Source: an optimization exercise on an open RTL-to-GDS flow (aim: small area, a short achievable clock period and few clock cycles per item). Production flows keep margins and buffers that such runs may drop.
At most, simulation tests tie the RTL to the original design; equivalence was not proved.
No functional check of the RTL was part of runs 1 to 3.
Power is estimated from default activity; no workload was simulated.

<file path="flow/design.v">
package bst_pkg;
  localparam int MAX_SLOTS   = 16;
  localparam int COORD_W     = 12;
  localparam int SLOT_W      = (MAX_SLOTS > 1) ? $clog2(MAX_SLOTS) : 1;
  localparam int CNT_W       = $clog2(MAX_SLOTS + 1);
  localparam int CFG_SLOTS_W = 5;
  localparam int N_W         = (CNT_W > CFG_SLOTS_W) ? CNT_W : CFG_SLOTS_W;
  localparam int RADIUS_W    = 8;
  localparam int CAP_W       = 6;
  localparam int ENERGY_W    = 8;
  localparam int IDX_OUT_W   = 4;
  localparam int STATUS_W    = 2;
  localparam int CFG_IDX_W   = 2;
  localparam int CFG_DATA_W  = 8;
  localparam int R2_W        = 2 * RADIUS_W;
  localparam int D2_W        = 2 * COORD_W + 1;
  localparam logic [STATUS_W-1:0] ST_TICK  = 2'd0;
  localparam logic [STATUS_W-1:0] ST_MATCH = 2'd1;
  localparam logic [STATUS_W-1:0] ST_CLAIM = 2'd2;
  localparam logic [STATUS_W-1:0] ST_DROP  = 2'd3;
  localparam logic [CFG_IDX_W-1:0] REG_SLOTS  = 2'd0;
  localparam logic [CFG_IDX_W-1:0] REG_RADIUS = 2'd1;
  localparam logic [CFG_IDX_W-1:0] REG_CAP    = 2'd2;
  localparam logic [CFG_SLOTS_W-1:0] RST_SLOTS  = 5'd16;
  localparam logic [RADIUS_W-1:0]    RST_RADIUS = 8'd5;
  localparam logic [CAP_W-1:0]       RST_CAP    = 6'd20;
  localparam logic signed [ENERGY_W-1:0] ENERGY_GAIN  = 8'sd2;
  localparam logic signed [ENERGY_W-1:0] ENERGY_DECAY = 8'sd1;
  typedef struct packed {
    logic start;
    logic tick_step;
    logic det_step;
    logic claim;
    logic load_out;
  } bst_cmd_t;
  typedef struct packed {
    logic empty;
    logic last;
    logic hit;
    logic out_free;
  } bst_stat_t;
endpackage
import bst_pkg::*;
module blob_slot_tracker (
  input  logic                       clk,
  input  logic                       rst,
  input  logic                       req_valid,
  output logic                       req_ready,
  input  logic                       req_type,
  input  logic [COORD_W-1:0]         req_det_x,
  input  logic [COORD_W-1:0]         req_det_y,
  output logic                       rsp_valid,
  input  logic                       rsp_ready,
  output logic [STATUS_W-1:0]        rsp_status,
  output logic [IDX_OUT_W-1:0]       rsp_slot_index,
  output logic signed [ENERGY_W-1:0] rsp_slot_energy,
  input  logic                       cfg_valid,
  output logic                       cfg_ready,
  input  logic [CFG_IDX_W-1:0]       cfg_index,
  input  logic [CFG_DATA_W-1:0]      cfg_data
);
  localparam int S  = MAX_SLOTS;
  localparam int TW = R2_W + 2;       
  localparam int CB = 6;              
  localparam int GW = COORD_W - CB;   
  localparam int DW = 10;             
  assign cfg_ready = 1'b1;
  function automatic logic geq(input logic [COORD_W-1:0] a, input logic [COORD_W-1:0] b);
    logic ge;
    ge = 1'b1;
    for (int i = 0; i < COORD_W; i++) ge = (a[i] == b[i]) ? ge : a[i];
    geq = ge;
  endfunction
  function automatic logic [2*GW-1:0] window(input logic [COORD_W-1:0] c,
                                             input logic [RADIUS_W-1:0] rr);
    logic [COORD_W:0] lo, hi;
    lo = {1'b0, c} - {{(COORD_W-RADIUS_W+1){1'b0}}, rr};
    hi = {1'b0, c} + {{(COORD_W-RADIUS_W+1){1'b0}}, rr};
    window[2*GW-1:GW] = lo[COORD_W] ? '0 : lo[COORD_W-1:CB];
    window[GW-1:0]    = hi[COORD_W] ? '1 : hi[COORD_W-1:CB];
  endfunction
  function automatic logic inwin(input logic [2*GW-1:0] w, input logic [COORD_W-1:0] c);
    inwin = geq(COORD_W'(c[COORD_W-1:CB]), COORD_W'(w[2*GW-1:GW])) &&
            geq(COORD_W'(w[GW-1:0]), COORD_W'(c[COORD_W-1:CB]));
  endfunction
  function automatic logic [7:0] absdiff8(input logic [DW-1:0] a, input logic [DW-1:0] b);
    logic [DW-1:0] d, e, m;
    d = a - b;
    e = b - a;
    m = d[DW-1] ? e : d;
    absdiff8 = m[8] ? 8'hff : m[7:0];
  endfunction
  function automatic logic [S-1:0] lowest(input logic [S-1:0] m);
    logic [S-1:0] seen;
    seen[0] = 1'b0;
    for (int j = 1; j < S; j++) seen[j] = seen[j-1] | m[j-1];
    lowest = m & ~seen;
  endfunction
  function automatic logic [S-1:0] below(input logic [S-1:0] oh);
    for (int j = 0; j < S; j++) begin
      below[j] = !(|oh);
      for (int k = j + 1; k < S; k++) below[j] = below[j] | oh[k];
    end
  endfunction
  function automatic logic [SLOT_W-1:0] enc(input logic [S-1:0] oh);
    enc = '0;
    for (int j = 0; j < S; j++) if (oh[j]) enc = enc | SLOT_W'(j);
  endfunction
  function automatic logic [5*TW-1:0] sq_rows(input logic [7:0] a);
    logic [TW-1:0] row [5];
    int            h [TW];
    for (int r = 0; r < 5; r++) row[r] = '0;
    for (int k = 0; k < TW; k++) h[k] = 0;
    for (int i = 0; i < 8; i++) begin
      row[h[2*i]][2*i] = a[i];
      h[2*i]++;
      for (int j = i + 1; j < 8; j++) begin
        row[h[i+j+1]][i+j+1] = a[i] & a[j];
        h[i+j+1]++;
      end
    end
    sq_rows = {row[4], row[3], row[2], row[1], row[0]};
  endfunction
  logic [CFG_SLOTS_W-1:0] slots_in_use;
  logic [RADIUS_W-1:0]    radius;
  logic [CAP_W-1:0]       cap;
  always_ff @(posedge clk) begin
    if (rst) begin
      slots_in_use <= RST_SLOTS;
      radius       <= RST_RADIUS;
      cap          <= RST_CAP;
    end else if (cfg_valid) begin
      unique case (cfg_index)
        REG_SLOTS:  slots_in_use <= cfg_data[CFG_SLOTS_W-1:0];
        REG_RADIUS: radius       <= cfg_data[RADIUS_W-1:0];
        REG_CAP:    cap          <= cfg_data[CAP_W-1:0];
        default: begin
        end
      endcase
    end
  end
  logic                rnz;
  logic [RADIUS_W-1:0] rm1;     
  assign rm1 = radius - RADIUS_W'(1);
  logic [RADIUS_W-1:0] tin;     
  logic [TW-1:0]       kr2;     
  logic [5*TW-1:0]     rr_rows;
  assign rr_rows = sq_rows(radius);
  always_ff @(posedge clk) begin
    rnz <= |radius;
    tin <= RADIUS_W'(({4'b0, radius} + {3'b0, radius, 1'b0} + {1'b0, radius, 3'b0}) >> 4);
    kr2 <= TW'(1 << (TW - 1)) - (rr_rows[0*TW +: TW] + rr_rows[1*TW +: TW] + rr_rows[2*TW +: TW]
                                 + rr_rows[3*TW +: TW] + rr_rows[4*TW +: TW]);
  end
  logic [S-1:0] slot_en;
  always_comb begin
    for (int j = 0; j < S; j++) slot_en[j] = (N_W'(slots_in_use) > N_W'(j));
  end
  logic signed [ENERGY_W-1:0] cap_s;
  logic signed [ENERGY_W-1:0] claim_e;
  assign cap_s   = $signed({{(ENERGY_W-CAP_W){1'b0}}, cap});
  assign claim_e = (|cap) ? ENERGY_GAIN : '0;
  logic [S-1:0]                     act;
  logic [S-1:0][COORD_W-1:0]        sx;
  logic [S-1:0][COORD_W-1:0]        sy;
  logic [S-1:0][ENERGY_W-1:0]       se;      
  logic [ENERGY_W-1:0]              tcnt, tm1;
  logic               sk_v, sk_t;
  logic [COORD_W-1:0] sk_x, sk_y;
  logic               p1_v, p1_t;
  logic [COORD_W-1:0] p1_x, p1_y;
  logic [2*GW-1:0]    p1_wx, p1_wy;
  logic               p2_v, p2_t, p2_pst;
  logic               p2_fb;      
  logic [COORD_W-1:0] p2_x, p2_y;
  logic [S-1:0]       p2_m, p2_c;
  logic [DW-1:0]      p2_cx, p2_cy;
  logic               p3_v, p3_t, p3_pst, p3_ra, p3_rb;
  logic [COORD_W-1:0] p3_x, p3_y;
  logic [S-1:0]       p3_m;       
  logic [S-1:0]       p3_c;       
  logic [7:0]         p3_ax, p3_ay;
  logic               p3_oc;      
  logic               p3_sm;      
  logic               p3_fb;      
  logic               p3_of;      
  logic [DW-1:0]      rcx, rcy;   
  logic               xb, xd, xph;
  logic [TW-1:0]      xacc;
  logic [15:0]        xsh;
  logic [7:0]         xmq;
  logic [S-1:0]       last_upd;   
  logic               osk_v;
  logic [STATUS_W-1:0]  osk_st;
  logic [IDX_OUT_W-1:0] osk_idx;
  logic [ENERGY_W-1:0]  osk_en;
  logic complete, adv2, adv1, p1_ld;
  assign adv2      = !p3_v || complete;
  assign adv1      = (!p2_v || adv2) && !p3_ra;
  assign p1_ld     = !p1_v || adv1;
  assign req_ready = !sk_v;
  logic               in_t;
  logic [COORD_W-1:0] in_x, in_y;
  assign in_t = sk_v ? sk_t : req_type;
  assign in_x = sk_v ? sk_x : req_det_x;
  assign in_y = sk_v ? sk_y : req_det_y;
  logic [S-1:0]       box1, pk_m, pk_c;
  logic               box13;    
  logic [DW-1:0]      pk_cx, pk_cy;
  always_comb begin
    for (int j = 0; j < S; j++)
      box1[j] = p1_t && rnz && act[j] && inwin(p1_wx, sx[j]) && inwin(p1_wy, sy[j]);
  end
  assign box13 = p1_t && rnz && inwin(p1_wx, p3_x) && inwin(p1_wy, p3_y);
  logic box12;
  assign box12 = p1_t && rnz && inwin(p1_wx, p2_x) && inwin(p1_wy, p2_y);
  assign pk_m = p3_ra ? p3_m : box1;
  assign pk_c = lowest(pk_m);
  always_comb begin
    pk_cx = '0;
    pk_cy = '0;
    for (int j = 0; j < S; j++) begin
      pk_cx = pk_cx | ({DW{pk_c[j]}} & sx[j][DW-1:0]);
      pk_cy = pk_cy | ({DW{pk_c[j]}} & sy[j][DW-1:0]);
    end
  end
  logic [COORD_W-1:0] d_x, d_y;
  logic [DW-1:0]      d_cx, d_cy;
  logic [7:0]         d_ax, d_ay;
  logic               d_oc, d_sm;
  assign d_x  = p3_rb ? p3_x : p2_x;
  assign d_y  = p3_rb ? p3_y : p2_y;
  assign d_cx = p3_rb ? rcx : p2_cx;
  assign d_cy = p3_rb ? rcy : p2_cy;
  assign d_ax = absdiff8(d_x[DW-1:0], d_cx);
  assign d_ay = absdiff8(d_y[DW-1:0], d_cy);
  assign d_oc = geq(COORD_W'(tin), COORD_W'(d_ax)) && geq(COORD_W'(tin), COORD_W'(d_ay));
  assign d_sm = geq(COORD_W'(d_ax), COORD_W'(radius)) || geq(COORD_W'(d_ay), COORD_W'(radius));
  logic       fb2, of2;
  logic [7:0] fx2, fy2;
  assign fb2 = p2_fb;
  assign fx2 = absdiff8(p2_x[DW-1:0], p3_x[DW-1:0]);
  assign fy2 = absdiff8(p2_y[DW-1:0], p3_y[DW-1:0]);
  assign of2 = geq(COORD_W'(tin), COORD_W'(fx2)) && geq(COORD_W'(tin), COORD_W'(fy2));
  logic [S-1:0] s_oh, rem, free_oh;
  logic         sv, cs, cv, act_c, crel, s_below_c, c_below_s, rem_below_s, rem_any;
  logic         q_sv, q_cv, q_cs, q_actc, q_sbc, q_rany, q_rbs;
  logic [ENERGY_W-1:0] q_bc, q_bs;
  logic         kc, vc, hs, su, hc, rsu, unc, rfull;
  logic         sel_s, sel_c, nomatch, has_free, rpl, base, tick_done;
  logic [ENERGY_W-1:0]        b_c, b_s, nb_c, nb_s, new_b, claim_b, b_rc;
  always_comb begin
    b_rc = '0;
    for (int j = 0; j < S; j++) b_rc = b_rc | ({ENERGY_W{p3_c[j]}} & se[j]);
  end
  logic signed [ENERGY_W-1:0] e_c, e_s, he_c, he_s;
  assign s_oh      = last_upd;
  assign sv        = q_sv;
  assign cv        = q_cv;
  assign b_c       = q_bc;
  assign b_s       = q_bs;
  assign cs        = q_cs;
  assign act_c     = q_actc;
  assign crel      = cv && !cs && act_c;       
  assign s_below_c = q_sbc;
  assign c_below_s = cv && !cs && !s_below_c;
  assign kc        = p3_oc || p3_sm || xd;
  assign vc        = p3_oc || (xd && !xacc[TW-1]);
  assign hc        = crel && vc;
  assign hs        = sv && p3_fb && p3_of;
  assign su        = sv && p3_fb && !p3_of;
  assign rsu       = su && !(crel && kc && vc && c_below_s);
  assign rfull     = rsu || p3_pst;
  assign unc       = !rfull && crel && !kc;
  assign rem         = p3_m & ~p3_c & ~s_oh & act;
  assign rem_any     = q_rany;
  assign rem_below_s = q_rbs;
  assign sel_s    = hs && (s_below_c || cs || (!hc && !rem_below_s));
  assign sel_c    = hc && !(hs && (s_below_c || cs));
  assign nomatch  = !sel_s && !sel_c && !rem_any;
  assign rpl      = !sel_s && !sel_c && rem_any;
  assign free_oh  = lowest(~act & slot_en);
  assign has_free = |(~act & slot_en);
  assign base      = p3_v && !p3_ra && !p3_rb && !osk_v;
  assign complete  = base && !(p3_t && (rfull || unc || rpl));
  assign tick_done = base && !p3_t;
  assign e_c     = $signed(b_c - tcnt);
  assign e_s     = $signed(b_s - tcnt);
  assign he_c    = (e_c < cap_s) ? e_c + ENERGY_GAIN : e_c;
  assign he_s    = (e_s < cap_s) ? e_s + ENERGY_GAIN : e_s;
  assign nb_c    = (e_c < cap_s) ? b_c + ENERGY_W'(ENERGY_GAIN) : b_c;
  assign nb_s    = (e_s < cap_s) ? b_s + ENERGY_W'(ENERGY_GAIN) : b_s;
  assign claim_b = tcnt + claim_e;
  assign new_b   = sel_s ? nb_s : (sel_c ? nb_c : claim_b);
  logic [S-1:0] upd;
  logic         g_upd;
  assign g_upd = base && p3_t && !rfull && !unc;
  assign upd = (base && p3_t && !rfull && !unc) ? (({S{sel_s}} & s_oh) | ({S{sel_c}} & p3_c) |
                                                   ({S{nomatch}} & free_oh)) : '0;
  logic [S-1:0] kill;
  always_comb begin
    for (int j = 0; j < S; j++) kill[j] = tick_done && act[j] && (se[j] == tm1);
  end
  logic [STATUS_W-1:0]  r_st;
  logic [IDX_OUT_W-1:0] r_idx;
  logic [ENERGY_W-1:0]  r_en;
  always_comb begin
    if (!p3_t) begin
      r_st = ST_TICK;  r_idx = '0;                       r_en = '0;
    end else if (sel_s) begin
      r_st = ST_MATCH; r_idx = IDX_OUT_W'(enc(s_oh));    r_en = he_s;
    end else if (sel_c) begin
      r_st = ST_MATCH; r_idx = IDX_OUT_W'(enc(p3_c));    r_en = he_c;
    end else if (has_free) begin
      r_st = ST_CLAIM; r_idx = IDX_OUT_W'(enc(free_oh)); r_en = claim_e;
    end else begin
      r_st = ST_DROP;  r_idx = '0;                       r_en = '0;
    end
  end
  logic         w_s, w_c, w_f;
  logic [S-1:0] n_a0, n_r0, n_bc;
  logic         n_cs, n_sbc, n_rany, n_rbs;
  logic [ENERGY_W-1:0] n_b;
  assign w_s  = g_upd && sel_s;
  assign w_c  = g_upd && sel_c;
  assign w_f  = g_upd && nomatch && has_free;
  assign n_a0 = act & ~kill;
  assign n_r0 = p2_m & ~p2_c & n_a0;
  assign n_bc = below(p2_c);
  assign n_cs   = (w_s && |(p2_c & s_oh)) || (w_c && |(p2_c & p3_c)) || (w_f && |(p2_c & free_oh));
  assign n_sbc  = (w_s && |(s_oh & n_bc)) || (w_c && |(p3_c & n_bc)) || (w_f && |(free_oh & n_bc));
  assign n_rany = (w_s ? |(n_r0 & ~s_oh) : 1'b0) || (w_c ? |(n_r0 & ~p3_c) : 1'b0) ||
                  (w_f ? |(n_r0 & ~free_oh) : 1'b0) || (!w_s && !w_c && !w_f && |n_r0);
  assign n_rbs  = (w_s && |(n_r0 & ~s_oh & below(s_oh))) || (w_c && |(n_r0 & ~p3_c & below(p3_c))) ||
                  (w_f && |(n_r0 & ~free_oh & below(free_oh)));
  always_comb begin
    n_b = '0;
    for (int j = 0; j < S; j++) n_b = n_b | ({ENERGY_W{p2_c[j]}} & se[j]);
  end
  always_ff @(posedge clk) begin
    if (adv2) begin
      q_sv   <= w_s || w_c || w_f;
      q_cv   <= |p2_c;
      q_cs   <= n_cs;
      q_actc <= |(p2_c & n_a0) || n_cs;
      q_sbc  <= n_sbc;
      q_rany <= n_rany;
      q_rbs  <= n_rbs;
      q_bc   <= n_b;
      q_bs   <= new_b;
    end else if (p3_rb) begin
      q_sv   <= 1'b0;
      q_cv   <= |p3_c;
      q_cs   <= 1'b0;
      q_actc <= |(p3_c & act);
      q_sbc  <= 1'b0;
      q_rany <= |(p3_m & ~p3_c & act);
      q_rbs  <= 1'b0;
      q_bc   <= b_rc;
    end
  end
  logic [S-1:0] f_m;
  logic         f_take_s, f_stale;
  assign f_m      = (box1 & ~kill & ~upd) | (upd & {S{box13}});
  logic [S-1:0] pk_cb;
  assign pk_cb    = below(pk_c) | pk_c;
  assign f_take_s = box13 && g_upd && ((sel_s && |(s_oh & pk_cb)) || (sel_c && |(p3_c & pk_cb)) ||
                                       (nomatch && |(free_oh & pk_cb)));
  assign f_stale  = !box13 && g_upd && ((sel_s && |(s_oh & pk_c)) || (sel_c && |(p3_c & pk_c)) ||
                                        (nomatch && |(free_oh & pk_c)));
  always_ff @(posedge clk) begin
    if (rst) begin
      sk_v     <= 1'b0;
      p1_v     <= 1'b0;
      p2_v     <= 1'b0;
      p3_v     <= 1'b0;
      p3_ra    <= 1'b0;
      p3_rb    <= 1'b0;
      last_upd <= '0;
    end else begin
      if (p1_ld) begin
        p1_v <= sk_v || req_valid;
        sk_v <= 1'b0;
      end else if (req_valid && !sk_v) begin
        sk_v <= 1'b1;
      end
      if (adv1) p2_v <= p1_v;
      if (adv2) begin
        p3_v  <= p2_v;
        p3_ra <= 1'b0;
        p3_rb <= 1'b0;
      end else if (p3_ra) begin
        p3_ra <= 1'b0;
        p3_rb <= 1'b1;
      end else if (p3_rb) begin
        p3_rb <= 1'b0;
      end else if (base && p3_t && (rfull || (!unc && rpl))) begin
        p3_ra <= 1'b1;
      end
      if (adv2) last_upd <= upd;
      else if (p3_ra) last_upd <= '0;
    end
  end
  always_ff @(posedge clk) begin
    if (!sk_v) begin
      sk_t <= req_type;
      sk_x <= req_det_x;
      sk_y <= req_det_y;
    end
    if (p1_ld) begin
      p1_t  <= in_t;
      p1_x  <= in_x;
      p1_y  <= in_y;
      p1_wx <= window(in_x, rm1);
      p1_wy <= window(in_y, rm1);
    end
    if (adv1) begin
      p2_t   <= p1_t;
      p2_x   <= p1_x;
      p2_y   <= p1_y;
      p2_fb  <= p2_v ? box12 : box13;
      p2_m   <= f_m;
      p2_c   <= f_take_s ? upd : pk_c;
      p2_cx  <= f_take_s ? p3_x[DW-1:0] : pk_cx;
      p2_cy  <= f_take_s ? p3_y[DW-1:0] : pk_cy;
      p2_pst <= f_stale;
    end
    if (adv2) begin
      p3_t   <= p2_t;
      p3_x   <= p2_x;
      p3_y   <= p2_y;
      p3_m   <= p2_m;
      p3_c   <= p2_c;
      p3_pst <= p2_pst;
      p3_ax  <= d_ax;
      p3_ay  <= d_ay;
      p3_oc  <= d_oc;
      p3_sm  <= d_sm;
      p3_fb  <= fb2;
      p3_of  <= of2;
    end else if (p3_ra) begin
      p3_c   <= pk_c;
      rcx    <= pk_cx;
      rcy    <= pk_cy;
    end else if (p3_rb) begin
      p3_pst <= 1'b0;
      p3_ax  <= d_ax;
      p3_ay  <= d_ay;
      p3_oc  <= d_oc;
      p3_sm  <= d_sm;
    end else if (base && p3_t && rfull) begin
      p3_m <= (p3_m & act & ~s_oh) | ((sv && p3_fb) ? s_oh : '0);
    end else if (base && p3_t && !unc && rpl) begin
      p3_m <= rem | (hs ? s_oh : '0);
    end
  end
  always_ff @(posedge clk) begin
    if (rst) begin
      xb <= 1'b0;
      xd <= 1'b0;
    end else if (adv2 || p3_ra || p3_rb) begin
      xb <= 1'b0;
      xd <= 1'b0;
    end else if (xb) begin
      if (xmq[0]) xacc <= xacc + TW'(xsh);
      if (|xmq[7:1]) begin
        xsh <= {xsh[14:0], 1'b0};
        xmq <= {1'b0, xmq[7:1]};
      end else if (!xph) begin
        xph <= 1'b1;
        xsh <= {8'b0, p3_ay};
        xmq <= p3_ay;
      end else begin
        xb <= 1'b0;
        xd <= 1'b1;
      end
    end else if (base && p3_t && unc && !xd) begin
      xb   <= 1'b1;
      xph  <= 1'b0;
      xacc <= kr2;
      xsh  <= {8'b0, p3_ax};
      xmq  <= p3_ax;
    end
  end
  always_ff @(posedge clk) begin
    if (rst) begin
      tcnt <= '0;
      tm1  <= '1;
    end else if (tick_done) begin
      tcnt <= tcnt + ENERGY_W'(1);
      tm1  <= tcnt;
    end
  end
  always_ff @(posedge clk) begin
    if (rst) begin
      act <= '0;
    end else begin
      for (int j = 0; j < S; j++) begin
        if (kill[j]) act[j] <= 1'b0;
        if (upd[j])  act[j] <= 1'b1;
      end
      if (cfg_valid && cfg_index == REG_SLOTS) act <= '0;
    end
  end
  always_ff @(posedge clk) begin
    for (int j = 0; j < S; j++) begin
      if (upd[j]) begin
        sx[j] <= p3_x;
        sy[j] <= p3_y;
        se[j] <= new_b;
      end
    end
  end
  always_ff @(posedge clk) begin
    if (rst) begin
      rsp_valid <= 1'b0;
      osk_v     <= 1'b0;
    end else if (osk_v) begin
      if (rsp_ready) begin
        rsp_status      <= osk_st;
        rsp_slot_index  <= osk_idx;
        rsp_slot_energy <= osk_en;
        osk_v           <= 1'b0;
      end
    end else if (complete) begin
      if (!rsp_valid || rsp_ready) begin
        rsp_valid       <= 1'b1;
        rsp_status      <= r_st;
        rsp_slot_index  <= r_idx;
        rsp_slot_energy <= r_en;
      end else begin
        osk_v   <= 1'b1;
        osk_st  <= r_st;
        osk_idx <= r_idx;
        osk_en  <= r_en;
      end
    end else if (rsp_ready) begin
      rsp_valid <= 1'b0;
    end
  end
endmodule
</file>
<file path="flow/standard.sh">
#!/bin/bash
# synth_recipe.tcl (not shown) runs the flow's synth.tcl, then flattens the netlist and writes it again
# the make line also repeats each setting of config.mk as NAME=value (left out here)
make -C /OpenROAD-flow-scripts/flow DESIGN_CONFIG=/design/flow/config.mk WORK_HOME=/design/flow/orfs CLKGATE_MAP_FILE= SYNTH_SCRIPT=/design/flow/synth_recipe.tcl "${@:-finish}"
</file>
<file path="flow/constraint.sdc">
create_clock -name core_clock -period 13.0 [get_ports {clk}]
set_input_delay 2.6000 -clock core_clock [delete_from_list [all_inputs] [get_ports {clk}]]
set_output_delay 2.6000 -clock core_clock [all_outputs]
set_load 0.01 [all_outputs]
</file>
<file path="flow/config.mk">
export PLATFORM = sky130hd
export DESIGN_NAME = blob_slot_tracker
export DESIGN_NICKNAME = blob_slot_tracker
export VERILOG_FILES = /design/flow/design.v
export SDC_FILE = /design/flow/constraint.sdc
export NUM_CORES = 4
export LEC_CHECK = 0
export CAP_MARGIN = 20
export CORE_MARGIN = 2
export CORE_UTILIZATION = 40
export SLEW_MARGIN = 20
</file>
<file path="flow/flow/run.sh">
#!/bin/bash
# The standard layout (standard.sh); timing repair aims for a setup slack of 8.5 ns
# at the design's own clock and constraints. Output goes to standard.log.
set -o pipefail
export SETUP_SLACK_MARGIN=8.5
bash standard.sh > standard.log 2>&1
</file>
==> impl_metrics.yaml, run 1 <==
detailed_routing:
  ant_nets: 0
  vias: 48920
  wire_per_inst_um: 31.94
  viasPerCell: 6.425
  wirelength_mm: 243.2
  drc: 0
  first_pass_iters: 9
  drt_iter0_drc: 7049
logic_synthesis:
  synth_top_cell_area_share: 0.4466
  avgSynthCellArea_sq_um: 10.43
  synth_area_leaders: "edfxtp_1 45%, dfxtp_1 4.6%, ha_1 4.2%"
  ys_warn_count: 3
  synthCells: 5362
  synthesis.area_sq_mm: 0.05594
  ys_async_sr_fraction: 0
  synth_fp_nets: 5623
  synth_top_cell_by_area: "edfxtp_1"
  yosysSeqAreaShare: 0.4924
  synth_ff_type: "edfxtp_1"
  synth-edff-count: 832
  synth_cell_types: 96
  synth_seq_cells: 960
timing:
  rsz0062_at_grt: "yes"
  finClkSkew_ns: 0.06870
  fmax_ghz: 0.2091
  setup_tns_ns: 0
  final_max_slew_viol_count: 0
  setup_viol: 0
  hold_slack_ns: 0.4171
  finalCriticalPeriod_ns: 4.783
  slew_headroom: 0.1648
  min_period_over_period: 0.3679
  final_hold_viol_count: 0
  tightest_slew_ns: 1.244
cts:
  cts_buffers: 107
  root_buffer: "clkbuf_16"
  clk_pin_slew_ns: 0.06
  cts_tree: "done"
  cts_buffer_depth: 3
  h-tree-depth: 3
  clkLatencyLatePin_ns: 0.81
  cts_sinks: 960
  hold_buffers: 0
critical_path:
  path_class: "register to register"
  crit_required_ns: 13.52
  critPathLaunchType: "register"
  crit_arrival_ns: 5.30
  crit_fanout: 6
  crit_path_end_kind: "register"
power_and_ir_drop:
  ir_drop_mv: 0.1130
  switching_share: 0.2922
  p_int_uw: 5731
  finalPower_uw: 8098
  leakagePower_uw: 0.02461
  netSwitchingPower_uw: 2366
  p_clk_frac: 0.382
  p_comb_frac: 0.178
  power_density_mw_per_mm2: 121.1
  seqPwrFrac: 0.439
run_status:
  status: "timing/DRC/antenna clean"
grt:
  grt_first_pass_wirelength_mm: 337.6
  grt_max_degree: 60
  grt_overflow: 0
  track_usage: 0.3305
  antenna_found_initial: 10
  grt_pass1_vias: 45410
finish:
  nets: 5902
  seqCellArea_sq_mm: 0.02758
  fill_cells: 12840
  final_util: 0.4805
  multiInputGateArea_sq_mm: 0.02752
  drive_gt1_frac: 0.1763
  syn_to_final_growth_pct: 19.55
die:
  coreArea_sq_mm: 0.1392
  rows: 137
  design.portCount: 57
  die_w_um: 378.0
  start_util: 0.4019
  die_area_sq_mm: 0.1429
  die_h_um: 378.0
min_path:
  min_path_type: "register to register"
placed_design:
  dp_hpwl_mm: 162.3
  place_congestion: 1.065
  numPortBuffers: 55
run:
  maxCapViolations: 0
## power by group through the flow
| stage | registers (uW) | clock network, uW | logic, uW |
|---|---|---|---|
| 6_report | 3560 | 3100 | 1440 |
| 5_1_grt | 3560 | 3240 | 1540 |
| 4_1_cts | 3560 | 3120 | 1320 |
| 2_1_floorplan | 3580 | 0 | 800 |
| 3_3_place_gp | 3660 | 0 | 1160 |
| 3_5_place_dp | 3660 | 0 | 1170 |
## state kept, by name, indices dropped and copies added (netlist names), 12 cells and up
register / cells
p3_y: 12
p3_c: 16
sy: 192
p2_c: 16
p1_y: 12
act: 16
p1_x: 12
p1_wx: 12
xacc: 18
kr2: 17
last_upd: 16
sk_y: 12
sk_x: 12
p2_m: 16
xsh: 16
sx: 192
p3_x: 12
p2_x: 12
p3_m: 16
se: 128
p1_wy: 12
p2_y: 12
## per-layer routing
layer | up-vias | wire (um) | GRT usage
met5 | - | 65 | 0
met4 | 10 | 14640 | 0.1652
met3 | 840 | 30050 | 0.09660
met2 | 3484 | 102300 | 0.4837
met1 | 23910 | 96190 | 0.4443
li1 | 20680 | - | -
## logic make-up after synthesis
logic type	after synthesis	synth area share
and+or+nand+nor	1583	0.1412
DFF	960	0.4924
AOI/OAI and AO/OA	1428	0.1790
xor gates and xnor gates	236	0.03695
muxes	159	0.03100
adders and majority gates	329	0.07354
buffers and inverters	666	0.04581
other	1	0.00006703
## per-stage QoR
step           instances  instance area, sq um  setup slack (ns)
6_report            7614                 66880             8.217
5_1_grt             7611                 66870             8.073
4_1_cts             7522                 65520             8.239
3_5_place_dp        7153                 59300             6.721
3_3_place_gp        7151                 59270             6.830
2_1_floorplan       5362                 56310             8.287
## cells in the mapped netlist, types with 26 or more instances
library cell	n
nand2_1	443
and2_1	46
ha_1	187
mux2i_1	81
dfxtp_1	128
mux2_2	66
a22oi_1	193
a211oi_1	50
nor2_1	322
a21o_1	28
nor4_1	44
a22o_1	68
a221oi_1	89
nand4_1	83
fa_1	34
a21oi_1	236
a222oi_1	27
xor2_1	71
and3_1	39
o21ai_0	254
clkbuf_1	239
a31oi_1	45
o221ai_1	32
maj3_1	98
edfxtp_1	832
or3_1	40
o22ai_1	61
nand3_1	119
inv_1	360
o2111ai_1	26
nor2b_1	132
o31ai_1	42
o21a_1	39
nand3b_1	33
nor3_1	90
nand2b_1	131
o211ai_1	44
xnor2_1	165
## final timing paths
path	startpoint	end	slack (ns)	depth (start not counted)
worst max-delay path	p3_rb$_SDFF_PP0_	p3_oc$_DFFE_PP_	8.22	16
worst min-delay path	p1_y[2]$_DFFE_PP_	p2_y[2]$_DFFE_PP_	0.42	0
worst max register to register	p3_rb$_SDFF_PP0_	p3_oc$_DFFE_PP_	8.22	16
worst min register to register	p1_y[2]$_DFFE_PP_	p2_y[2]$_DFFE_PP_	0.42	0
## worst max-delay path: stages (launching register included)
cell and delay, ns:
dfxtp_4 0.46, buf_16 0.18, buf_16 0.16, mux2i_4 0.27, ha_4 0.24, and3_4 0.18
a311oi_4 0.41, mux2_4 0.38, nand2_4 0.07, mux2i_2 0.09, o221a_2 0.29, maj3_2 0.31
maj3_2 0.33, maj3_2 0.31, maj3_2 0.32, maj3_2 0.29, a32o_1 0.21
## placed cells by master (no fill, tap or decap), types with 30 or more instances in the layout
cell,n
o21a_1,38
inv_1,324
dfxtp_1,118
nor2b_1,124
edfxtp_1,832
and2_1,41
and3_1,36
nand3b_1,33
a221oi_1,82
a21oi_1,212
buf_12,31
xor2_1,66
nand2_1,440
buf_6,32
nand4_1,83
mux2_2,48
nand2b_1,129
nand3_1,115
a211oi_1,41
mux2_4,30
nor4_1,40
or3_1,37
xnor2_1,159
o211ai_1,44
maj3_1,81
a31oi_1,44
o22ai_1,55
buf_4,323
ha_1,173
a22o_1,65
o21ai_0,216
o221ai_1,30
a22oi_1,188
fa_1,32
clkbuf_16,109
nor2_1,294
mux2i_1,64
nor3_1,81
o31ai_1,39
clkdlybuf4s50_1,47
## layout make-up
type                            count  area share
Clock buffer                      132     0.04221
Tap cell                         1876     0.03510
Timing Repair inverter              3   0.0002619
Timing Repair Buffer              459     0.06509
Sequential cell                   960      0.4123
Inverter                          373     0.02284
Antenna cell                        3   0.0001123
Multi-Input combinational cell   3737      0.4116
Clock inverter                     71     0.01048
## repair_timing
item / 4_1_cts / 5_1_grt
gates cloned: 12 / 3
setup endpoints to repair: 432 / 366
pin swaps: 92 / 92
endpoints found under the hold margin: 0 / 0
resized for setup: 266 / 166
buffers inserted: 154 / 85
==> inputs of run 2 (changes only) <==
--- a/flow/design.v
+++ b/flow/design.v
@@ -106,21 +106,6 @@
     enc = '0;
     for (int j = 0; j < S; j++) if (oh[j]) enc = enc | SLOT_W'(j);
   endfunction
-  function automatic logic [5*TW-1:0] sq_rows(input logic [7:0] a);
-    logic [TW-1:0] row [5];
-    int            h [TW];
-    for (int r = 0; r < 5; r++) row[r] = '0;
-    for (int k = 0; k < TW; k++) h[k] = 0;
-    for (int i = 0; i < 8; i++) begin
-      row[h[2*i]][2*i] = a[i];
-      h[2*i]++;
-      for (int j = i + 1; j < 8; j++) begin
-        row[h[i+j+1]][i+j+1] = a[i] & a[j];
-        h[i+j+1]++;
-      end
-    end
-    sq_rows = {row[4], row[3], row[2], row[1], row[0]};
-  endfunction
   logic [CFG_SLOTS_W-1:0] slots_in_use;
   logic [RADIUS_W-1:0]    radius;
   logic [CAP_W-1:0]       cap;
@@ -143,14 +128,9 @@
   logic [RADIUS_W-1:0] rm1;     
   assign rm1 = radius - RADIUS_W'(1);
   logic [RADIUS_W-1:0] tin;     
-  logic [TW-1:0]       kr2;     
-  logic [5*TW-1:0]     rr_rows;
-  assign rr_rows = sq_rows(radius);
   always_ff @(posedge clk) begin
     rnz <= |radius;
     tin <= RADIUS_W'(({4'b0, radius} + {3'b0, radius, 1'b0} + {1'b0, radius, 3'b0}) >> 4);
-    kr2 <= TW'(1 << (TW - 1)) - (rr_rows[0*TW +: TW] + rr_rows[1*TW +: TW] + rr_rows[2*TW +: TW]
-                                 + rr_rows[3*TW +: TW] + rr_rows[4*TW +: TW]);
   end
   logic [S-1:0] slot_en;
   always_comb begin
@@ -185,7 +165,8 @@
   logic               p3_fb;      
   logic               p3_of;      
   logic [DW-1:0]      rcx, rcy;   
-  logic               xb, xd, xph;
+  logic               xb, xd;
+  logic [1:0]         xph;
   logic [TW-1:0]      xacc;
   logic [15:0]        xsh;
   logic [7:0]         xmq;
@@ -299,7 +280,7 @@
                                                    ({S{nomatch}} & free_oh)) : '0;
   logic [S-1:0] kill;
   always_comb begin
-    for (int j = 0; j < S; j++) kill[j] = tick_done && act[j] && (se[j] == tm1);
+    for (int j = 0; j < S; j++) kill[j] = tick_done && act[j] && (se[j][6:0] == tm1[6:0]);
   end
   logic [STATUS_W-1:0]  r_st;
   logic [IDX_OUT_W-1:0] r_idx;
@@ -462,22 +443,26 @@
       xb <= 1'b0;
       xd <= 1'b0;
     end else if (xb) begin
-      if (xmq[0]) xacc <= xacc + TW'(xsh);
+      if (xmq[0]) xacc <= xacc + (TW'(xsh) ^ {TW{xph[1]}}) + TW'(xph[1]);
       if (|xmq[7:1]) begin
         xsh <= {xsh[14:0], 1'b0};
         xmq <= {1'b0, xmq[7:1]};
-      end else if (!xph) begin
-        xph <= 1'b1;
+      end else if (xph == 2'd0) begin
+        xph <= 2'd1;
         xsh <= {8'b0, p3_ay};
         xmq <= p3_ay;
+      end else if (xph == 2'd1) begin
+        xph <= 2'd2;
+        xsh <= {8'b0, radius};
+        xmq <= radius;
       end else begin
         xb <= 1'b0;
         xd <= 1'b1;
       end
     end else if (base && p3_t && unc && !xd) begin
       xb   <= 1'b1;
-      xph  <= 1'b0;
-      xacc <= kr2;
+      xph  <= 2'd0;
+      xacc <= TW'(1 << (TW - 1));
       xsh  <= {8'b0, p3_ax};
       xmq  <= p3_ax;
     end
==> flow/flow/run.sh (replaced) <==
#!/bin/bash
# The standard layout (standard.sh); timing repair aims for a setup slack of 7.8 ns
# at the design's own clock and constraints. Output goes to standard.log.
set -o pipefail
export SETUP_SLACK_MARGIN=7.8
bash standard.sh > standard.log 2>&1
==> impl_metrics.yaml, run 2 <==
run_status:
  status: "timing/DRC/antenna clean"
logic_synthesis:
  synth_seq_cells: 943
  yosysSeqAreaShare: 0.5106
  ys_async_sr_fraction: 0
  avgSynthCellArea_sq_um: 10.68
  synth_area_leaders: "edfxtp_1 47%, dfxtp_1 4.1%, ha_1 3.7%"
  yosysMostFrequentCell: "edfxtp_1"
  synth-edff-count: 833
  synthCells: 4993
  synthTopCellsByCount: "833 x edfxtp_1, 414 x nand2_1, 301 x inv_1"
  synth_cell_types: 105
  synth_top_cell_by_area: "edfxtp_1"
  synth_fp_nets: 5206
  synth_top_cell_area_share: 0.4693
  synthesis.area_sq_mm: 0.05331
  ys_warn_count: 1
  synth_ff_type: "edfxtp_1"
detailed_routing:
  wire_per_inst_um: 31.11
  wirelength_mm: 218.5
  viasPerCell: 6.366
  vias: 44710
  ant_nets: 0
  drc: 0
  first_pass_iters: 12
  drt_iter0_drc: 6490
die:
  die_w_um: 369.1
  start_util: 0.4045
  coreArea_sq_mm: 0.1318
  die_h_um: 369.1
  die_area_sq_mm: 0.1362
  design.portCount: 57
  rows: 133
cts:
  cts_tree: "done"
  h-tree-depth: 3
  cts_sinks: 943
  cts_buffer_depth: 3
  cts_buffers: 106
  clk_pin_slew_ns: 0.06
  root_buffer: "clkbuf_16"
  clkLatencyLatePin_ns: 0.75
placed_design:
  place_congestion: 1.003
  placed_cell_area_sq_mm: 0.05627
  dp_hpwl_mm: 147.9
  numPortBuffers: 55
timing:
  hold_slack_ns: 0.4004
  setup_viol: 0
  min_period_over_period: 0.3985
  finClkSkew_ns: 0.04387
  setup_tns_ns: 0
  slew_headroom: 0.1995
  final_max_slew_viol_count: 0
  fmax_ghz: 0.1930
  finalCriticalPeriod_ns: 5.181
  final_hold_viol_count: 0
  tightest_slew_ns: 1.196
  rsz0062_at_grt: "yes"
run:
  maxCapViolations: 0
grt:
  grt_first_pass_wirelength_mm: 305.7
  grt_pass1_vias: 42190
  track_usage: 0.3089
  grt_max_degree: 62
  antenna_found_initial: 8
  grt_overflow: 0
min_path:
  min_path_type: "register to register"
power_and_ir_drop:
  power_density_mw_per_mm2: 127.4
  ir_drop_mv: 0.1253
  leakagePower_uw: 0.02220
  finalPower_uw: 7904
finish:
  fin_area_sq_mm: 0.06206
  nets: 5389
  layout_commonest_cell: "edfxtp_1"
  most-common-layout-cells: "833 x edfxtp_1, 414 x nand2_1, 276 x inv_1, 266 x buf_4, 257 x nor2_1"
  top_regs: "sx (192), sy (192), se (128)"
  drive_gt1_frac: 0.1446
  syn_to_final_growth_pct: 16.42
critical_path:
  crit_arrival_ns: 5.65
  path_class: "register to register"
  crit_required_ns: 13.47
  critPathLaunchType: "register"
  crit_fanout: 7
  crit_path_end_kind: "register"
## run 2: logic make-up after synthesis
logic type                 Yosys count  synth area share
and+or+nand+nor                   1417            0.1321
AOI/OAI and AO/OA                 1345            0.1765
DFF                                943            0.5106
buffers and inverters              594           0.04293
adders and majority gates          335           0.07389
xor gates and xnor gates           218           0.03582
muxes                              140           0.02812
other                                1        0.00007035
## run 2: worst paths after layout
check / to / from / slack (ns) / cells past startpoint
setup / recovery: p2_cx[5]$_DFFE_PP_ / sx[138]$_DFFE_PP_ / 7.82 / 17
hold / removal: p3_t$_DFFE_PN_ / p2_t$_DFFE_PP_ / 0.40 / 0
setup reg to reg: p2_cx[5]$_DFFE_PP_ / sx[138]$_DFFE_PP_ / 7.82 / 17
hold reg to reg: p3_t$_DFFE_PN_ / p2_t$_DFFE_PP_ / 0.40 / 0
## run 2: metrics by stage
step / worst slack, ns / utilization / std cells
2_1_floorplan: 7.879 / - / 4993
3_3_place_gp: 6.806 / 0.4269 / 6679
3_5_place_dp: 6.631 / 0.4270 / 6680
4_1_cts: 7.803 / 0.4613 / 6946
5_1_grt: 7.707 / 0.4708 / 7023
6_report: 7.819 / 0.4709 / 7024
## run 2: report_power, final
group          total [uW]  switching [uW]  internal [uW]
clock network        3240            1340           1900
registers            3480            95.9           3380
logic                1180             738            443
## run 2: worst max-delay path, stage by stage (launching register included)
cell	delay (ns)
edfxtp_1	0.46
nand2b_4	0.17
maj3_2	0.30
maj3_2	0.31
maj3_2	0.31
maj3_2	0.37
o2111ai_4	0.26
o31ai_4	0.11
or3_4	0.40
or3b_4	0.45
buf_12	0.15
nor3_4	0.22
nand2_1	0.09
a31o_1	0.28
a311oi_4	0.34
buf_6	0.22
buf_12	0.16
mux2_4	0.30
## run 2: layer usage
layer  vias to the layer above  global-route usage  share of wire
met1                     21870              0.4119           0.40
met4                         6              0.1600          0.062
met3                       742             0.07308           0.11
met5                         -                   0        0.00038
met2                      2832              0.4669           0.43
li1                      19260                   -              -
## run 2: layout make-up
type,instances,area [sq um]
Fill cell,12180,69740
Sequential cell,943,27220
Multi-Input combinational cell,3456,24530
Timing Repair Buffer,355,3141
Clock buffer,124,2834
Tap cell,1755,2196
Inverter,311,1212
Clock inverter,76,900.9
Timing Repair inverter,3,17.52
Antenna cell,1,2.502
## run 2: timing repair
item	CTS	global route
buffers inserted	63	69
gates cloned	3	6
pin swaps	10	50
endpoints found under the setup margin	125	125
hold buffers	0	0
gates resized for setup	65	120
==> inputs of run 3 (changes only) <==
--- a/flow/design.v
+++ b/flow/design.v
@@ -215,14 +215,14 @@
   assign d_cy = p3_rb ? rcy : p2_cy;
   assign d_ax = absdiff8(d_x[DW-1:0], d_cx);
   assign d_ay = absdiff8(d_y[DW-1:0], d_cy);
-  assign d_oc = geq(COORD_W'(tin), COORD_W'(d_ax)) && geq(COORD_W'(tin), COORD_W'(d_ay));
-  assign d_sm = geq(COORD_W'(d_ax), COORD_W'(radius)) || geq(COORD_W'(d_ay), COORD_W'(radius));
+  assign d_oc = (d_ax <= tin) && (d_ay <= tin);
+  assign d_sm = (d_ax >= radius) || (d_ay >= radius);
   logic       fb2, of2;
   logic [7:0] fx2, fy2;
   assign fb2 = p2_fb;
   assign fx2 = absdiff8(p2_x[DW-1:0], p3_x[DW-1:0]);
   assign fy2 = absdiff8(p2_y[DW-1:0], p3_y[DW-1:0]);
-  assign of2 = geq(COORD_W'(tin), COORD_W'(fx2)) && geq(COORD_W'(tin), COORD_W'(fy2));
+  assign of2 = (fx2 <= tin) && (fy2 <= tin);
   logic [S-1:0] s_oh, rem, free_oh;
   logic         sv, cs, cv, act_c, crel, s_below_c, c_below_s, rem_below_s, rem_any;
   logic         q_sv, q_cv, q_cs, q_actc, q_sbc, q_rany, q_rbs;
@@ -341,14 +341,13 @@
     end
   end
   logic [S-1:0] f_m;
-  logic         f_take_s, f_stale;
+  logic         f_stale;
   assign f_m      = (box1 & ~kill & ~upd) | (upd & {S{box13}});
   logic [S-1:0] pk_cb;
   assign pk_cb    = below(pk_c) | pk_c;
-  assign f_take_s = box13 && g_upd && ((sel_s && |(s_oh & pk_cb)) || (sel_c && |(p3_c & pk_cb)) ||
-                                       (nomatch && |(free_oh & pk_cb)));
-  assign f_stale  = !box13 && g_upd && ((sel_s && |(s_oh & pk_c)) || (sel_c && |(p3_c & pk_c)) ||
-                                        (nomatch && |(free_oh & pk_c)));
+  assign f_stale  = g_upd && ((sel_s && ((box13 && |(s_oh & pk_cb)) || |(s_oh & pk_c))) ||
+                              (sel_c && ((box13 && |(p3_c & pk_cb)) || |(p3_c & pk_c))) ||
+                              (nomatch && ((box13 && |(free_oh & pk_cb)) || |(free_oh & pk_c))));
   always_ff @(posedge clk) begin
     if (rst) begin
       sk_v     <= 1'b0;
@@ -401,9 +400,9 @@
       p2_y   <= p1_y;
       p2_fb  <= p2_v ? box12 : box13;
       p2_m   <= f_m;
-      p2_c   <= f_take_s ? upd : pk_c;
-      p2_cx  <= f_take_s ? p3_x[DW-1:0] : pk_cx;
-      p2_cy  <= f_take_s ? p3_y[DW-1:0] : pk_cy;
+      p2_c   <= pk_c;
+      p2_cx  <= pk_cx;
+      p2_cy  <= pk_cy;
       p2_pst <= f_stale;
     end
     if (adv2) begin
==> flow/flow/run.sh (replaced) <==
#!/bin/bash
# The standard layout (standard.sh); timing repair aims for a setup slack of 8.0 ns
# at the design's own clock and constraints. Output goes to standard.log.
set -o pipefail
export SETUP_SLACK_MARGIN=8.0
bash standard.sh > standard.log 2>&1
==> impl_metrics.yaml, run 3 <==
cts:
  clkLatencyLatePin_ns: 0.75
  clk_pin_slew_ns: 0.06
  cts_sinks: 943
  cts_buffer_depth: 3
  h-tree-depth: 3
  root_buffer: "clkbuf_16"
  cts_tree: "done"
  cts_buffers: 102
finish:
  seqCellArea_sq_mm: 0.02722
  most-common-layout-cells: "833 x edfxtp_1, 356 x nand2_1, 283 x nor2_1, 266 x inv_1, 260 x buf_4"
  syn_to_final_growth_pct: 16.21
  fill_cells: 12180
  top_regs: "sx (192), sy (192), se (128)"
  nets: 5507
  multiInputGateArea_sq_mm: 0.02564
  drive_gt1_frac: 0.1318
  layout_commonest_cell: "edfxtp_1"
die:
  rows: 134
  design.portCount: 57
  die_w_um: 371
  coreArea_sq_mm: 0.1336
  die_h_um: 371
  start_util: 0.4032
  die_area_sq_mm: 0.1376
timing:
  final_max_slew_viol_count: 0
  slew_headroom: 0.1950
  setup_viol: 0
  finClkSkew_ns: 0.03208
  final_hold_viol_count: 0
  finalCriticalPeriod_ns: 4.999
  fmax_ghz: 0.2000
  tightest_slew_ns: 1.208
  setup_tns_ns: 0
  min_period_over_period: 0.3845
  rsz0062_at_grt: "yes"
placed_design:
  dp_hpwl_mm: 150.8
  place_congestion: 1.016
  numPortBuffers: 55
grt:
  antenna_found_initial: 7
  grt_max_degree: 60
  grt_pass1_vias: 43270
  track_usage: 0.3190
  grt_first_pass_wirelength_mm: 316.1
  grt_overflow: 0
detailed_routing:
  drt_iter0_drc: 7034
  first_pass_iters: 7
  ant_nets: 0
  wire_per_inst_um: 31.70
  vias: 46090
  wirelength_mm: 225.3
  drc: 0
  viasPerCell: 6.484
critical_path:
  crit_arrival_ns: 5.47
  crit_required_ns: 13.47
  crit_path_end_kind: "register"
  slowest_stage: "dfxtp_4"
  critPathLaunchType: "register"
  crit_path_max_incr_delay_ns: 0.50
  crit_fanout: 8
  path_class: "register to register"
logic_synthesis:
  synthesis.area_sq_mm: 0.05388
  synth_area_leaders: "edfxtp_1 46%, ha_1 4.8%, dfxtp_1 4.1%"
  synth_top_cell_by_area: "edfxtp_1"
  ys_async_sr_fraction: 0
  synth_ff_type: "edfxtp_1"
  yosysSeqAreaShare: 0.5052
  ys_warn_count: 1
  synthCells: 5075
  synth_fp_nets: 5337
  synth-edff-count: 833
  synth_seq_cells: 943
  yosysMostFrequentCell: "edfxtp_1"
  avgSynthCellArea_sq_um: 10.62
  synthTopCellsByCount: "833 x edfxtp_1, 357 x nand2_1, 289 x nor2_1"
  synth_cell_types: 100
  synth_top_cell_area_share: 0.4643
power_and_ir_drop:
  switching_share: 0.2803
  power_density_mw_per_mm2: 123.2
  ir_drop_mv: 0.1186
  finalPower_uw: 7711
  p_comb_frac: 0.159
  netSwitchingPower_uw: 2162
  p_clk_frac: 0.391
  leakagePower_uw: 0.02254
  p_int_uw: 5549
  seqPwrFrac: 0.450
run_status:
  status: "timing/DRC/antenna clean"
run:
  maxCapViolations: 0
min_path:
  min_path_type: "register to register"
==> run 3: metrics by stage <==
| stage | hold slack [ns] | area (sq um) | std cells | setup slack, ns | utilization |
|---|---|---|---|---|---|
| 3_3_place_gp | 0.4009 | 57060 | 6776 | 6.788 | 0.4270 |
| 3_5_place_dp | 0.4052 | 57090 | 6777 | 6.765 | 0.4273 |
| 6_report | 0.4127 | 62610 | 7109 | 8.001 | 0.4685 |
| 2_1_floorplan | 0.4003 | 54110 | 5075 | 8.003 | - |
| 4_1_cts | 0.4062 | 61590 | 7044 | 8.003 | 0.4609 |
| 5_1_grt | 0.4254 | 62590 | 7103 | 7.680 | 0.4684 |
==> run 3: metal layers <==
metal  routed length [um]  vias up  track usage  share of wire
li1                     -    19670            -              -
met1                89130    22500       0.4255           0.40
met2                95200     3107       0.4722           0.42
met3                24890      810      0.07858           0.11
met4                16090        4       0.1809          0.071
met5                   26        -     0.001049        0.00012
==> run 3: kinds of logic after synthesis <==
logic type / synth area share
compound gates: 0.1810
mux: 0.01981
fa+ha+maj: 0.07385
buf+inv: 0.04043
simple gates: 0.1472
xor+xnor: 0.03251
flops: 0.5052
other cells: 0.00006961
==> run 3: final cells by class <==
cell class | count | share of cell area
flip-flops and latches | 943 | 0.4348
multi-input cells | 3563 | 0.4095
repair buffers | 341 | 0.04692
clock buffers | 138 | 0.04505
well taps | 1768 | 0.03533
inverters | 294 | 0.01821
clock inverters | 56 | 0.009932
diodes | 6 | 0.0002398
==> run 3: critical path: cells and delay by family, from the launching register on <==
| kind | cells | cell delay [ns] |
|---|---|---|
| adder cells (fa/ha/maj) | 2 | 0.47 |
| buffers and inverters | 2 | 0.23 |
| AO/OA/AOI/OAI | 15 | 2.31 |
| flip-flops | 1 | 0.50 |
| AND/OR/NAND/NOR | 9 | 1.24 |
==> run 3: repair_timing <==
action | CTS | global route
pin swaps | 33 | 63
hold buffers | 0 | 0
resized for setup | 89 | 95
endpoints found under the setup margin | 345 | 236
buffers inserted | 70 | 58
gates cloned | 3 | 0
==> run 3: path summary, 6_finish.rpt <==
kind / start / end / slack, ns / cells past startpoint
worst max-delay path: p3_rb$_SDFF_PP0_ / p3_sm$_DFFE_PP_ / 8.00 / 28
worst min-delay path: p1_y[9]$_DFFE_PP_ / p2_y[9]$_DFFE_PP_ / 0.41 / 0
worst max register to register: p3_rb$_SDFF_PP0_ / p3_sm$_DFFE_PP_ / 8.00 / 28
worst min register to register: p1_y[9]$_DFFE_PP_ / p2_y[9]$_DFFE_PP_ / 0.41 / 0
==> run 3: power groups by stage <==
stage               Clock (uW)  Combinational (uW)  Sequential, uW
detailed placement           0                1060            3560
floorplan                    0                 707            3500
global route              3160                1310            3480
CTS                       3040                1120            3480
finish                    3010                1230            3470
global placement             0                1050            3550
==> inputs of run 4 (changes only) <==
--- a/flow/design.v
+++ b/flow/design.v
@@ -71,11 +71,50 @@
     for (int i = 0; i < COORD_W; i++) ge = (a[i] == b[i]) ? ge : a[i];
     geq = ge;
   endfunction
+  function automatic logic [COORD_W:0] ksadd(input logic [COORD_W:0] a, input logic [COORD_W:0] b,
+                                             input logic cin);
+    logic [COORD_W:0] g, p, gg, pp, gn, pn;
+    g = a & b;
+    p = a ^ b;
+    gg = g;
+    gg[0] = g[0] | (p[0] & cin);
+    pp = p;
+    for (int k = 0; k < 4; k++) begin
+      gn = gg;
+      pn = pp;
+      for (int i = 0; i <= COORD_W; i++) begin
+        if (i >= (1 << k)) begin
+          gn[i] = gg[i] | (pp[i] & gg[i - (1 << k)]);
+          pn[i] = pp[i] & pp[i - (1 << k)];
+        end
+      end
+      gg = gn;
+      pp = pn;
+    end
+    ksadd = p ^ {gg[COORD_W-1:0], cin};
+  endfunction
+  function automatic logic ge8(input logic [7:0] a, input logic [7:0] b);
+    logic [COORD_W:0] t;
+    t = ksadd({5'b0, a}, ~{5'b0, b}, 1'b1);
+    ge8 = !t[COORD_W];
+  endfunction
+  function automatic logic [1:0] dclass(input logic [DW-1:0] a, input logic [DW-1:0] b,
+                                        input logic [7:0] t8, input logic [7:0] r8);
+    logic [COORD_W:0] dd, ee;
+    logic             in_d, in_e, out_d, out_e;
+    dd = ksadd((COORD_W+1)'(a), (COORD_W+1)'(~b), 1'b1);
+    ee = ksadd((COORD_W+1)'(b), (COORD_W+1)'(~a), 1'b1);
+    in_d  = !dd[8] && ge8(t8, dd[7:0]);
+    in_e  = !ee[8] && ge8(t8, ee[7:0]);
+    out_d = dd[8] || ge8(dd[7:0], r8);
+    out_e = ee[8] || ge8(ee[7:0], r8);
+    dclass = dd[DW-1] ? {out_e, in_e} : {out_d, in_d};
+  endfunction
   function automatic logic [2*GW-1:0] window(input logic [COORD_W-1:0] c,
                                              input logic [RADIUS_W-1:0] rr);
     logic [COORD_W:0] lo, hi;
-    lo = {1'b0, c} - {{(COORD_W-RADIUS_W+1){1'b0}}, rr};
-    hi = {1'b0, c} + {{(COORD_W-RADIUS_W+1){1'b0}}, rr};
+    lo = ksadd({1'b0, c}, ~{{(COORD_W-RADIUS_W+1){1'b0}}, rr}, 1'b1);
+    hi = ksadd({1'b0, c}, {{(COORD_W-RADIUS_W+1){1'b0}}, rr}, 1'b0);
     window[2*GW-1:GW] = lo[COORD_W] ? '0 : lo[COORD_W-1:CB];
     window[GW-1:0]    = hi[COORD_W] ? '1 : hi[COORD_W-1:CB];
   endfunction
@@ -85,8 +124,11 @@
   endfunction
   function automatic logic [7:0] absdiff8(input logic [DW-1:0] a, input logic [DW-1:0] b);
     logic [DW-1:0] d, e, m;
-    d = a - b;
-    e = b - a;
+    logic [COORD_W:0] dd, ee;
+    dd = ksadd((COORD_W+1)'(a), (COORD_W+1)'(~b), 1'b1);
+    ee = ksadd((COORD_W+1)'(b), (COORD_W+1)'(~a), 1'b1);
+    d = dd[DW-1:0];
+    e = ee[DW-1:0];
     m = d[DW-1] ? e : d;
     absdiff8 = m[8] ? 8'hff : m[7:0];
   endfunction
@@ -209,20 +251,23 @@
   logic [DW-1:0]      d_cx, d_cy;
   logic [7:0]         d_ax, d_ay;
   logic               d_oc, d_sm;
+  logic [1:0]         d_kx, d_ky;
   assign d_x  = p3_rb ? p3_x : p2_x;
   assign d_y  = p3_rb ? p3_y : p2_y;
   assign d_cx = p3_rb ? rcx : p2_cx;
   assign d_cy = p3_rb ? rcy : p2_cy;
   assign d_ax = absdiff8(d_x[DW-1:0], d_cx);
   assign d_ay = absdiff8(d_y[DW-1:0], d_cy);
-  assign d_oc = (d_ax <= tin) && (d_ay <= tin);
-  assign d_sm = (d_ax >= radius) || (d_ay >= radius);
+  assign d_kx = dclass(d_x[DW-1:0], d_cx, tin, radius);
+  assign d_ky = dclass(d_y[DW-1:0], d_cy, tin, radius);
+  assign d_oc = d_kx[0] && d_ky[0];
+  assign d_sm = d_kx[1] || d_ky[1];
   logic       fb2, of2;
-  logic [7:0] fx2, fy2;
   assign fb2 = p2_fb;
-  assign fx2 = absdiff8(p2_x[DW-1:0], p3_x[DW-1:0]);
-  assign fy2 = absdiff8(p2_y[DW-1:0], p3_y[DW-1:0]);
-  assign of2 = (fx2 <= tin) && (fy2 <= tin);
+  logic [1:0] f_kx, f_ky;
+  assign f_kx = dclass(p2_x[DW-1:0], p3_x[DW-1:0], tin, radius);
+  assign f_ky = dclass(p2_y[DW-1:0], p3_y[DW-1:0], tin, radius);
+  assign of2  = f_kx[0] && f_ky[0];
   logic [S-1:0] s_oh, rem, free_oh;
   logic         sv, cs, cv, act_c, crel, s_below_c, c_below_s, rem_below_s, rem_any;
   logic         q_sv, q_cv, q_cs, q_actc, q_sbc, q_rany, q_rbs;
==> impl_metrics.yaml, run 4 <==
placed_design:
  dp.cells: 6842
  numPortBuffers: 55
  place_congestion: 1.034
  dp_hpwl_mm: 148.0
  pre_cts_ws_ns: 7.278
power_and_ir_drop:
  netSwitchingPower_uw: 2155
  seqPwrFrac: 0.453
  p_int_uw: 5552
  switching_share: 0.2797
  finalPower_uw: 7707
  p_clk_frac: 0.401
  leakagePower_uw: 0.02247
  p_comb_frac: 0.146
  power_density_mw_per_mm2: 124.6
  ir_drop_mv: 0.1148
critical_path:
  reg2reg_setup_slack_ns: 8.04
  r2r-end: "q_rany$_DFFE_PP_"
  critPathLaunchType: "register"
  crit_required_ns: 13.43
  crit_path_end_kind: "register"
  crit_arrival_ns: 5.40
  worstRegToRegCells: 10
  crit_fanout: 17
  path_class: "register to register"
  reg2reg_from: "tm1[0]$_SDFFE_PP1P_"
detailed_routing:
  wire_per_inst_um: 31.03
  vias: 46050
  drt-met1-wl_mm: 85.33
  drt_iter0_drc: 7074
  first_pass_iters: 10
  dr_wl_met3_mm: 26.55
  routed.top_layer: "met5"
  met2WireLength_mm: 91.85
  ant_nets: 0
  drc: 0
  viasPerCell: 6.493
  wirelength_mm: 220.1
logic_synthesis:
  synthTopCellsByCount: "833 x edfxtp_1, 368 x nand2_1, 314 x inv_1"
  yosysMostFrequentCell: "edfxtp_1"
  yosysSeqAreaShare: 0.4975
  synth_area_leaders: "edfxtp_1 46%, ha_1 5.5%, dfxtp_1 4.0%"
  synth_cell_types: 109
  ys_async_sr_fraction: 0
  synth-edff-count: 833
  synth_ff_type: "edfxtp_1"
  synth_fp_nets: 5448
  synthCells: 5151
  synth_top_cell_by_area: "edfxtp_1"
  ys_warn_count: 1
  avgSynthCellArea_sq_um: 10.62
  synth_top_cell_area_share: 0.4572
  synth_seq_cells: 943
  synthesis.area_sq_mm: 0.05471
cts:
  cts_buffer_depth: 3
  cts_sinks: 943
  cts_tree: "done"
  clk_pin_slew_ns: 0.06
  h-tree-depth: 3
  cts_buffers: 102
  hold_buffers: 0
  root_buffer: "clkbuf_16"
  clkLatencyLatePin_ns: 0.76
grt:
  grt_overflow: 0
  track_usage: 0.3055
  grt_pass1_vias: 43370
  grt_first_pass_wirelength_mm: 311.6
  antenna_found_initial: 6
  grt_max_degree: 63
timing:
  fin_ws_ns: 8.036
  setup_tns_ns: 0
  min_period_over_period: 0.3819
  fmax_ghz: 0.2014
  final_hold_viol_count: 0
  setup_viol: 0
  rsz0062_at_grt: "yes"
  slew_headroom: 0.2275
  final_max_slew_viol_count: 0
  finalCriticalPeriod_ns: 4.964
  tightest_slew_ns: 1.159
  finClkSkew_ns: 0.05354
finish:
  drive_gt1_frac: 0.1072
  layout_commonest_cell: "edfxtp_1"
  top_regs: "sx (192), sy (192), se (128)"
  most-common-layout-cells: "833 x edfxtp_1, 366 x nand2_1, 297 x inv_1, 271 x nor2_1, 269 x a21oi_1"
  syn_to_final_growth_pct: 13.07
  nets: 5516
  stdcell_count: 7093
die:
  die_area_sq_mm: 0.1397
  design.portCount: 57
  die_w_um: 373.8
  rows: 135
  coreArea_sq_mm: 0.1356
  start_util: 0.4033
  die_h_um: 373.8
min_path:
  min_from: "p1_y[11]$_DFFE_PP_"
  hold_end: "p2_y[11]$_DFFE_PP_"
  whs_path_depth: 0
  min_path_type: "register to register"
run:
  maxCapViolations: 0
run_status:
  status: "timing/DRC/antenna clean"
## run 4: cell families after synthesis
logic type | after synthesis | synth area share
XOR/XNOR | 250 | 0.04002
AO/OA/AOI/OAI | 1410 | 0.1796
AND/OR/NAND/NOR | 1467 | 0.1380
flip-flops | 943 | 0.4975
multiplexers | 114 | 0.02191
adder cells (fa/ha/maj) | 350 | 0.07842
other | 1 | 0.00006855
buffers and inverters | 616 | 0.04455
## run 4: worst max-delay path by stage
stage	from	to	slack (ns)
after floorplan	req_det_x[1]	p1_wx[3]$_SDFFCE_PP1P_	8.12
after global placement	req_det_y[1]	p1_wy[0]$_SDFFCE_PP1P_	7.23
after detailed placement	req_det_y[1]	p1_wy[0]$_SDFFCE_PP1P_	7.28
after CTS	p1_wx[8]$_SDFFCE_PN0P_	p2_cx[1]$_DFFE_PP_	8.00
after global routing	p1_wy[11]$_SDFFCE_PN0P_	p2_cy[8]$_DFFE_PP_	7.99
final	tm1[0]$_SDFFE_PP1P_	q_rany$_DFFE_PP_	8.04
## run 4: power groups by stage
stage	registers, uW	clock network, uW	logic, uW
CTS	3500	3120	1060
global placement	3570	0	1010
floorplan	3500	0	716
global route	3500	3240	1210
finish	3490	3090	1120
detailed placement	3580	0	1020
## run 4: metrics by stage
step,hold WS (ns),utilization,instance area (sq um)
global route,0.4218,0.4560,61850
detailed placement,0.4045,0.4241,57530
finish,0.4179,0.4561,61860
floorplan,0.4003,-,54730
global placement,0.4015,0.4240,57510
CTS,0.4188,0.4532,61470
## run 4: critical path: stages (launching register included)
cell       delay, ns
dfxtp_1         0.96
xnor2_1         0.23
nand4_1         0.29
nor3_1          0.77
nor2b_1         0.18
nand3b_1        0.34
o22ai_1         0.20
nor4_1          0.37
nand3_1         0.15
a2111oi_1       0.95
a31oi_1         0.19
## run 4: layout make-up
| cell class | instances | area [sq um] |
|---|---|---|
| diodes | 4 | 10.01 |
| multi-input cells | 3594 | 25450 |
| flip-flops and latches | 943 | 27220 |
| fillers | 12540 | 73780 |
| clock buffers | 122 | 2771 |
| repair inverters | 4 | 22.52 |
| well taps | 1781 | 2228 |
| inverters | 328 | 1261 |
| clock inverters | 71 | 797.0 |
| repair buffers | 246 | 2095 |
## run 4: timing repair
action	4_1_cts	5_1_grt
setup buffers	28	19
pin swaps	2	3
gates resized for setup	22	41
setup endpoints to repair	189	456
endpoints found under the hold margin	0	0
cloned	5	1
## run 4: metal layers
layer | global-route usage | vias to the layer above
met1 | 0.3995 | 22280
met4 | 0.1834 | 4
li1 | - | 19540
met2 | 0.4473 | 3294
met3 | 0.08794 | 935
met5 | 0 | -
Testbench counts of run 4, summed over its fixed seeds: cycles 5,946, items 5,802.

[static timing again, ports no longer ideal]
Ports are ideal in the flow. The routed layouts listed here were re-timed in OpenROAD. Step 1 (the two cells are an assumption about what drives the block):
set clk [get_ports {clk}]
set_driving_cell -lib_cell sky130_fd_sc_hd__clkbuf_16 $clk
set_driving_cell -lib_cell sky130_fd_sc_hd__buf_2 [delete_from_list [all_inputs] $clk]
Step 2 also shifts input and output timing later by t, the mid clock arrival at the registers, as if the neighbouring blocks saw the same clock. a / b / c = no drivers / after step 1 / after step 2; a / b = the first two.
run | shift t [ns] | setup slack, ns | hold WS [ns] | slew at the worst register clock pin (ns) | pins driven straight from the clock port
run 1 | 0.857 | 8.217 / 8.217 / 7.708 | 0.417 / 0.417 / 0.417 | 0.07 / 0.07 | 1
run 2 | 0.806 | 7.819 / 7.819 / 7.260 | 0.400 / 0.400 / 0.400 | 0.07 / 0.07 | 1
run 3 | 0.811 | 8.001 / 8.001 / 7.413 | 0.413 / 0.413 / 0.413 | 0.07 / 0.07 | 1
run 4 | 0.814 | 8.036 / 8.036 / 7.442 | 0.418 / 0.418 / 0.418 | 0.07 / 0.07 | 1
After both steps setup and hold are still met in every run listed. The setup slack of run 4, which loses most, moves by 0.000 ns with the drivers and by -0.594 ns with both steps.
